This is an optimization exercise on Yosys and OpenROAD, whose aim is small area, a short achievable clock period and few clock cycles per item, not a production implementation. RTL that was checked went through simulation tests only; none was proved equivalent to the original.

v6:
## hlsm_dp_param
module hlsm_dp_param (
  input  logic        Clk,
  input  logic        Rst,
  input  logic        Start,
  input  logic [31:0] a,
  input  logic [31:0] b,
  input  logic [31:0] c,
  output logic        Busy,
  output logic        Done,
  output logic [31:0] z,
  output logic [31:0] x,
  output logic        Ovf
);
Settings: LEC_CHECK=0, CAP_MARGIN=20, CORE_MARGIN=2, CORE_UTILIZATION=40, CTS_BUF_LIST=sky130_fd_sc_hd__clkbuf_4 sky130_fd_sc_hd__clkbuf_8, SLEW_MARGIN=20, SYNTH_HIERARCHICAL=1, SYNTH_MINIMUM_KEEP_SIZE=0; clock period 12.5 ns.
standard.sh (not shown) runs the stock make flow with config.mk's settings and CLKGATE_MAP_FILE= SYNTH_SCRIPT=/design/flow/synth_recipe.tcl, a recipe that flattens the netlist after the stock synthesis.
==> flow/flow/run.sh <==
#!/bin/bash
# Own layout flow: the standard flow (standard.sh) in three parts.
#  1. standard synthesis, unchanged;
#  2. flow/downsize.tcl: every combinational cell that synthesis mapped to a
#     drive strength above 1 is set to strength 1 (same function and pins); the
#     resizer later upsizes what timing needs;
#  3. the rest of the standard flow, with a tighter internal repair target for
#     setup (SETUP_SLACK_MARGIN; the SDC is unchanged) and buf_2 port buffers.
# Each tool's output goes to a log file of its own here (and ORFS's per-step
# logs under orfs/logs).
set -euo pipefail
MARGIN=${MARGIN:-7.5}
bash standard.sh synth > make_synth.log 2>&1
openroad -no_init -exit flow/downsize.tcl > downsize.log 2>&1
bash standard.sh SETUP_SLACK_MARGIN=$MARGIN \
  "BUFFER_PORTS_ARGS=-buffer_cell sky130_fd_sc_hd__buf_2" finish > make_finish.log 2>&1
==> flow/flow/downsize.tcl <==
# Set combinational cells of drive strength > 1 to strength 1 in 1_synth.odb.
set odb_file orfs/results/sky130hd/hlsm_dp_param/base/1_synth.odb
read_db $odb_file
set db [ord::get_db]
set n 0
foreach inst [[ord::get_db_block] getInsts] {
  set m [$inst getMaster]
  set name [$m getName]
  if {[regexp {^(sky130_fd_sc_hd__)(\w+)_([0-9]+)$} $name -> pre base size]} {
    if {$size <= 1} continue
    if {[regexp {^(df|edf|sdf|dl|clk|buf|inv|conb|tap|fill|decap)} $base]} continue
    set small [$db findMaster ${pre}${base}_1]
    if {$small eq "NULL" || $small eq ""} continue
    # same pin names required
    set p1 [lsort [lmap t [$m getMTerms] {$t getName}]]
    set p2 [lsort [lmap t [$small getMTerms] {$t getName}]]
    if {$p1 ne $p2} continue
    $inst swapMaster $small
    incr n
  }
}
puts "downsized $n cells"
write_db $odb_file
Edits applied to the flow inputs when going from v6 to v7:
diff --git a/flow/design.v b/flow/design.v
--- a/flow/design.v
+++ b/flow/design.v
@@ -59,23 +59,15 @@
   logic [32:0] ts, tc;
   logic [31:0] s3, c3, xp, xg, xpr, xgr;
   logic        c3r31;
   logic [7:0] bg, bp, bgr, bpr;
   logic        t32r, cfr, p32r;
   for (genvar r = 0; r < 17; r++) begin : g_row
     for (genvar k = 0; k < 33 - 2*r; k++) begin : g_bit
-      if (r == 16) begin : g_top
-        assign pp[r][k] = bo[r] & ar[k];             
-      end else if (k == 0) begin : g_lsb
-        assign pp[r][k] = (bo[r] & ar[k]) ^ bn[r];
-      end else if (k == 32) begin : g_msb
-        assign pp[r][k] = (bt[r] & ar[k-1]) ^ bn[r];
-      end else begin : g_mid
-        hdp_bs u_bs (bo[r], bt[r], bn[r], ar[k], ar[k-1], pp[r][k]);
-      end
+      hdp_bs u_bs (bo[r], bt[r], bn[r], (k < 32) ? ar[k] : 1'b0, (k >= 1 && k <= 32) ? ar[k-1] : 1'b0, pp[r][k]);
     end
   end
   always_ff @(posedge Clk) begin
     if (Busy) begin
       xpr   <= xp;
       xgr   <= xg;
       c3r31 <= c3[31];
Findings:
In v7 the worst setup slack after layout turned out 0.032 ns lower than in v6. Compared with v6, v7 ends up with more cell area. Looking at combined area of all synthesized cells, v7 sits about 0.35% above v6. Compared with v6, routed wire length in v7 increased by a few percent. On v7: routed metal-1 wirelength is about 3% higher than what v6 gave. | final core utilization | lower: v6 |. v7 vs. v6: share of final layout cell area taken by clock buffers and inverters rose by 0.18 points; clock-buffer cell count shrank by 6.5%; met2 track utilization from global routing increased 1.1 points; clock skew now smaller.
Testbench counts of v7, summed over its fixed seeds: cycles 4,800, items 2,400.
The RTL of v6 was laid out without a check of its function.

========
hlsm_dp_param, a different RTL version from the one above (not shown whole).
// hlsm_dp_param
module hlsm_dp_param (
  input  logic        Clk,
  input  logic        Rst,
  input  logic        Start,
  input  logic [31:0] a,
  input  logic [31:0] b,
  input  logic [31:0] c,
  output logic        Busy,
  output logic        Done,
  output logic [31:0] z,
  output logic [31:0] x,
  output logic        Ovf
);
  logic        acc;
  assign acc = Start & ~Busy;
  logic [32:0] sd, se;
  logic        bgtc, gt, pair;
  logic [31:0] csuf;
  logic [16:0] eo, et, en;
  logic [31:0] ar, dr;
  logic [16:0] bo, bt, bn;
  logic        ov1;
  assign gt = (sd[32] == se[32]) ? bgtc : se[32];
  always_comb begin
    csuf[31] = c[31];
    for (int k = 30; k >= 0; k--) csuf[k] = csuf[k+1] | c[k];
    pair = 1'b0;
    for (int i = 1; i < 32; i++) pair = pair | (a[i] & csuf[32-i]);
  end
  always_comb begin
    for (int r = 0; r < 17; r++) begin
      logic m1, m0, mm;
      m1 = (2*r+1 < 32) ? c[2*r+1] : 1'b0;
      m0 = (2*r < 32) ? c[2*r] : 1'b0;
      mm = (r == 0) ? 1'b0 : c[2*r-1];
      eo[r] = m0 ^ mm;
      et[r] = (m1 & ~m0 & ~mm) | (~m1 & m0 & mm);
      en[r] = m1;
    end
  end
  always_ff @(posedge Clk) begin
    ar <= a;
    bo <= eo;
    bt <= et;
    bn <= en;
  end
  logic [31:0] er;
  logic        gtr;
  always_ff @(posedge Clk) begin
    if (acc) begin
      dr  <= sd[31:0];
      er  <= se[31:0];
      gtr <= gt;
      ov1 <= sd[32] | se[32] | pair;
    end
  end
  assign z = gtr ? dr : er;
  logic [32:0] pp [17];
  logic [32:0] ts, tc;
  logic [31:0] s3, c3, xp, xg, xpr, xgr;
  logic        c3r31;
  logic [7:0] bg, bp, bgr, bpr;
  logic        t32r, cfr, p32r;
  for (genvar r = 0; r < 17; r++) begin : g_row
    for (genvar k = 0; k < 33 - 2*r; k++) begin : g_bit
      hdp_bs u_bs (bo[r], bt[r], bn[r], (k < 32) ? ar[k] : 1'b0, (k >= 1 && k <= 32) ? ar[k-1] : 1'b0, pp[r][k]);
    end
  end
  always_ff @(posedge Clk) begin
    if (Busy) begin
      xpr   <= xp;
      xgr   <= xg;
      c3r31 <= c3[31];
      bgr  <= bg;
  ...
Settings: LEC_CHECK=0, CAP_MARGIN=20, CORE_MARGIN=2, CORE_UTILIZATION=40, CTS_BUF_LIST=sky130_fd_sc_hd__clkbuf_4 sky130_fd_sc_hd__clkbuf_8, SLEW_MARGIN=20, SYNTH_HIERARCHICAL=1, SYNTH_MINIMUM_KEEP_SIZE=0; clock period 12.5 ns.
Scripts as last shown in full above: flow/flow/run.sh, flow/flow/downsize.tcl
The starting point ran to the end with no violations.
Rerun with:
--- a/flow/design.v
+++ b/flow/design.v
@@ -34,33 +34,29 @@
       m0 = (2*r < 32) ? c[2*r] : 1'b0;
       mm = (r == 0) ? 1'b0 : c[2*r-1];
       eo[r] = m0 ^ mm;
       et[r] = (m1 & ~m0 & ~mm) | (~m1 & m0 & mm);
       en[r] = m1;
     end
   end
   always_ff @(posedge Clk) begin
     ar <= a;
+    dr <= sd[31:0];
     bo <= eo;
     bt <= et;
     bn <= en;
   end
-  logic [31:0] er;
-  logic        gtr;
   always_ff @(posedge Clk) begin
     if (acc) begin
-      dr  <= sd[31:0];
-      er  <= se[31:0];
-      gtr <= gt;
+      z   <= gt ? sd[31:0] : se[31:0];
       ov1 <= sd[32] | se[32] | pair;
     end
   end
-  assign z = gtr ? dr : er;
   logic [32:0] pp [17];
   logic [32:0] ts, tc;
   logic [31:0] s3, c3, xp, xg, xpr, xgr;
   logic        c3r31;
   logic [7:0] bg, bp, bgr, bpr;
   logic        t32r, cfr, p32r;
   for (genvar r = 0; r < 17; r++) begin : g_row
     for (genvar k = 0; k < 33 - 2*r; k++) begin : g_bit
       hdp_bs u_bs (bo[r], bt[r], bn[r], (k < 32) ? ar[k] : 1'b0, (k >= 1 && k <= 32) ? ar[k-1] : 1'b0, pp[r][k]);
Outcome: The new run completed without violations; design area came out lower by 1.2%; critical path depth goes down by 1; area after synthesis went down by 1.8%; global-route usage climbs by 1.1 points; utilization shrinks by 0.11 points; cell count grows by 0.71%; routed wire length grows by 2.5%; maximum frequency decreases by 0.77%; setup slack loses 41 ps.
No functional check of the RTL was part of any run of this note.

[port drivers added, routing unchanged]
How much do the figures lean on ideal ports? The routed layouts below were timed once more, with nothing changed but the port constraints.
Step 1 (the two cells are an assumption about what drives the block):
set clk [get_ports {Clk}]
set_driving_cell -lib_cell sky130_fd_sc_hd__clkbuf_16 $clk
set_driving_cell -lib_cell sky130_fd_sc_hd__buf_2 [delete_from_list [all_inputs] $clk]
Step 2 moves the port delays by t, midway between the first and last clock arrival at a register: inputs arrive t later, outputs are due t later. That takes back most of the time a late clock gives input paths.
Three values: no drivers, after step 1, after step 2; two values: the first two.
| run | shift t [ns] | setup WS [ns] | worst register clock-pin slew, ns |
|---|---|---|---|
| v6 | 0.680 | 7.478 / 7.428 / 6.953 | 0.08 / 0.08 |
| v7 | 0.679 | 7.446 / 7.389 / 6.941 | 0.08 / 0.08 |
| the first run of note 2 | 0.677 | 7.273 / 7.218 / 6.841 | 0.07 / 0.07 |
| the second run of note 2 | 0.690 | 7.233 / 7.171 / 6.851 | 0.07 / 0.07 |
After both steps every run listed still meets setup and hold. The setup slack of v6, which loses most, moves by -0.050 ns with the drivers and by -0.525 ns with both steps.
